Background: an optimization exercise with open tools, aiming at small area and a short achievable clock period. Do not read the settings as production practice.
The RTL was checked by simulation tests, not by an equivalence proof against the original design.
Power and IR drop assume default switching activity.

==> inputs of run X <==
## lif_neuron_grid
module lif_neuron_grid #(
  parameter int WIDTH    = 16,
  parameter int LAYERS   = 6,
  parameter int WEIGHT_W = 4,
  parameter int THR_W    = 6,
  parameter int ACC_W    = 8,
  parameter int REFRAC   = 2
) (
  input  logic             clk,
  input  logic             rst_n,
  input  logic             tick,
  input  logic [WIDTH-1:0] spike_in,
  input  logic             cfg_en,
  input  logic             cfg_data,
  output logic             cfg_out,
  output logic [WIDTH-1:0] spike_out,
  output logic             spike_valid
);
==> module lif_neuron_grid, before the edit <==
module lif_neuron_grid #(
  parameter int WIDTH    = 16,
  parameter int LAYERS   = 6,
  parameter int WEIGHT_W = 4,
  parameter int THR_W    = 6,
  parameter int ACC_W    = 8,
  parameter int REFRAC   = 2
) (
  input  logic             clk,
  input  logic             rst_n,
  input  logic             tick,
  input  logic [WIDTH-1:0] spike_in,
  input  logic             cfg_en,
  input  logic             cfg_data,
  output logic             cfg_out,
  output logic [WIDTH-1:0] spike_out,
  output logic             spike_valid
);
  localparam int CFG_W = 3*WEIGHT_W + THR_W + 2;
  localparam int N     = LAYERS*WIDTH;
  localparam int CHAIN = N*CFG_W;
  logic [CHAIN-1:0] chain_q;
  logic [N-1:0]     r2_q, r1_q;
  logic             spike_valid_q;
  wire step = tick & ~cfg_en;
  always_ff @(posedge clk or negedge rst_n) begin
    if (!rst_n) begin
      chain_q       <= '0;
      spike_valid_q <= 1'b0;
    end else begin
      if (cfg_en) chain_q <= {cfg_data, chain_q[CHAIN-1:1]};
      spike_valid_q <= step;
    end
  end
  function automatic logic [17:0] fa9(input logic [8:0] a, b, c);
    fa9 = {((a & b) | (a & c) | (b & c)), a ^ b ^ c};
  endfunction
  genvar gi, gj;
  generate
    for (gi = 0; gi < LAYERS; gi++) begin : g_layer
      logic [WIDTH-1:0] src;
      if (gi == 0) begin : g_src_in
        assign src = spike_in;
      end else begin : g_src_prev
        assign src = r2_q[(gi-1)*WIDTH +: WIDTH];
      end
      for (gj = 0; gj < WIDTH; gj++) begin : g_col
        localparam int NI = gi*WIDTH + gj;
        logic [CFG_W-1:0] cfg;
        logic signed [3:0] w_l, w_c, w_r;
        logic [5:0] thr;
        logic [1:0] leak;
        logic tap_l, tap_c, tap_r;
        logic signed [7:0] v_q, x, v_sat;
        logic signed [8:0] v_raw;
        logic in_ref, fire, ovf;
        assign cfg  = chain_q[NI*CFG_W +: CFG_W];
        assign w_l  = cfg[3:0];
        assign w_c  = cfg[7:4];
        assign w_r  = cfg[11:8];
        assign thr  = cfg[17:12];
        assign leak = cfg[19:18];
        assign tap_l = (gj == 0)       ? 1'b0 : src[(gj == 0) ? 0 : gj-1];
        assign tap_r = (gj == WIDTH-1) ? 1'b0 : src[(gj == WIDTH-1) ? 0 : gj+1];
        assign tap_c = src[gj];
        logic [8:0] opA, opB, opL, opC, opR, s1, c1, s2, c2, s3, c3;
        logic [3:0] gl, gc, gr;
        logic ge;
        assign gl  = w_l & {4{tap_l}};
        assign gc  = w_c & {4{tap_c}};
        assign gr  = w_r & {4{tap_r}};
        assign x   = v_q >>> leak;
        assign opA = {1'b0, ~v_q[7], v_q[6:0]};
        assign opB = {1'b0, x[7], ~x[6:0]};
        assign opL = {4'b0, ~gl[3], gl};
        assign opC = {1'b0, 3'b111, 1'b0, ~gc[3], gc[2:0]};
        assign opR = {5'b0, ~gr[3], gr[2:0]};
        assign {c1, s1} = fa9(opL, opC, opR);
        assign {c2, s2} = fa9(opA, opB, s1);
        assign {c3, s3} = fa9(s2, {c2[7:0], 1'b1}, {c1[7:0], 1'b0});
        assign v_raw = s3 + {c3[7:0], 1'b0};
        assign ovf   = v_raw[8] ^ v_raw[7];
        assign v_sat = ovf ? {v_raw[8], {7{~v_raw[8]}}} : v_raw[7:0];
        always_comb begin
          ge = 1'b1;
          for (int i = 0; i < 6; i++) ge = (v_raw[i] & ~thr[i]) | ((v_raw[i] | ~thr[i]) & ge);
        end
        assign in_ref = r2_q[NI] | r1_q[NI];
        assign fire   = (thr != 6'd0) && !v_raw[8] && (v_raw[7] | v_raw[6] | ge);
        always_ff @(posedge clk or negedge rst_n) begin
          if (!rst_n) begin
            v_q      <= '0;
            r2_q[NI] <= 1'b0;
            r1_q[NI] <= 1'b0;
          end else if (cfg_en) begin
            v_q      <= '0;
            r2_q[NI] <= 1'b0;
            r1_q[NI] <= 1'b0;
          end else if (tick) begin
            v_q      <= (in_ref || fire) ? 8'sd0 : v_sat;
            r2_q[NI] <= !in_ref && fire;
            r1_q[NI] <= r2_q[NI];
          end
        end
      end
    end
  endgenerate
  assign cfg_out     = chain_q[0];
  assign spike_out   = r2_q[N-1 -: WIDTH];
  assign spike_valid = spike_valid_q;
endmodule
clock: 7.5 ns
lec_check: 0
cap_margin: 20
core_margin: 2
core_utilization: 40
cts_cluster_diameter: 90
cts_cluster_size: 25
setup_slack_margin: 2.5
slew_margin: 20
run.sh (not shown) runs the stock make flow with config.mk's settings and CLKGATE_MAP_FILE= SYNTH_SCRIPT=/design/flow/synth_recipe.tcl, a recipe that flattens the netlist after the stock synthesis.
==> inputs of run Y, as changes to run X <==
--- a/flow/design.v
+++ b/flow/design.v
@@ -21,5 +21,5 @@
   localparam int CHAIN = N*CFG_W;
   logic [CHAIN-1:0] chain_q;
-  logic [N-1:0]     r2_q, r1_q;
+  logic [N-1:0]     f_q, spk;
   logic             spike_valid_q;
   wire step = tick & ~cfg_en;
@@ -43,5 +43,5 @@
         assign src = spike_in;
       end else begin : g_src_prev
-        assign src = r2_q[(gi-1)*WIDTH +: WIDTH];
+        assign src = spk[(gi-1)*WIDTH +: WIDTH];
       end
       for (gj = 0; gj < WIDTH; gj++) begin : g_col
@@ -86,19 +86,17 @@
           for (int i = 0; i < 6; i++) ge = (v_raw[i] & ~thr[i]) | ((v_raw[i] | ~thr[i]) & ge);
         end
-        assign in_ref = r2_q[NI] | r1_q[NI];
+        assign in_ref = f_q[NI];
+        assign spk[NI] = f_q[NI] & v_q[0];
         assign fire   = (thr != 6'd0) && !v_raw[8] && (v_raw[7] | v_raw[6] | ge);
         always_ff @(posedge clk or negedge rst_n) begin
           if (!rst_n) begin
-            v_q      <= '0;
-            r2_q[NI] <= 1'b0;
-            r1_q[NI] <= 1'b0;
+            v_q     <= '0;
+            f_q[NI] <= 1'b0;
           end else if (cfg_en) begin
-            v_q      <= '0;
-            r2_q[NI] <= 1'b0;
-            r1_q[NI] <= 1'b0;
+            v_q     <= '0;
+            f_q[NI] <= 1'b0;
           end else if (tick) begin
-            v_q      <= (in_ref || fire) ? 8'sd0 : v_sat;
-            r2_q[NI] <= !in_ref && fire;
-            r1_q[NI] <= r2_q[NI];
+            v_q     <= in_ref ? 8'sd0 : fire ? 8'sd1 : v_sat;
+            f_q[NI] <= in_ref ? v_q[0] : fire;
           end
         end
@@ -107,5 +105,5 @@
   endgenerate
   assign cfg_out     = chain_q[0];
-  assign spike_out   = r2_q[N-1 -: WIDTH];
+  assign spike_out   = spk[N-1 -: WIDTH];
   assign spike_valid = spike_valid_q;
 endmodule
- CORE_UTILIZATION: 40 -> 55
- SETUP_SLACK_MARGIN: 2.5 -> 2.75
==> comparison table <==
item	run X	run Y
Combinational Power	0.0565 W	0.0781 W
Status	timing/DRC/antenna clean	timing/DRC/antenna clean
Antenna violations before repair	10	13
Post-Synth Adder-Cell Area	0.211	0.204
Slowest stage delay, CP	0.56 ns	0.49 ns
WP data arrival	5.72 ns	5.65 ns
Worst Path Class, Setup	in2reg	reg2reg
Overall Power	0.0879 W	0.110 W
Startpoint types	input pin	register
Final critical-path required period	4.91 ns	4.78 ns
Std cell rows	264	224
Flip-flop and latch count after synthesis	2,881	2,785
Data required, critical path	8.32 ns	8.37 ns
Cell depth of the worst setup path	15	17
Reported sequential group power	0.0204 W	0.0215 W
Timing startpoint of the critical path	spike_in[14]	g_layer[3].g_col[2].v_q[0]
Internal power consumption	0.0479 W	0.0584 W
Post-Synthesis Net Count	21,700	22,100
Highest Clock Rate	0.204 GHz	0.209 GHz
Final-layout clock-cell area share	0.0252	0.0253
Critical register-to-register path endpoint	g_layer[2].g_col[6].v_q[1]	g_layer[4].g_col[1].v_q[1]

re-timing with driven ports:
In the flow no input, the clock included, has a driving cell. The finished layouts below were timed again as built, in two steps.
Step 1, drivers: a clkbuf_16 drives clk and a buf_2 each remaining input, both assumed.
Step 2 also shifts input and output timing later by t, the mid clock arrival at the registers, as if the neighbouring blocks saw the same clock.
a / b / c = ideal ports / drivers / drivers and shift; a / b = the first two.
| run | t, ns | setup WS [ns] | latest minus earliest clock arrival (ns) |
|---|---|---|---|
| run X | 1.019 | 2.594 / 2.597 / 1.628 | 0.081 / 0.082 |
| run Y | 1.014 | 2.717 / 2.717 / 1.703 | 0.046 / 0.046 |
After both steps every run listed still meets setup and hold. The setup slack of run Y, which loses most, moves by 0.000 ns with the drivers and by -1.014 ns with both steps.
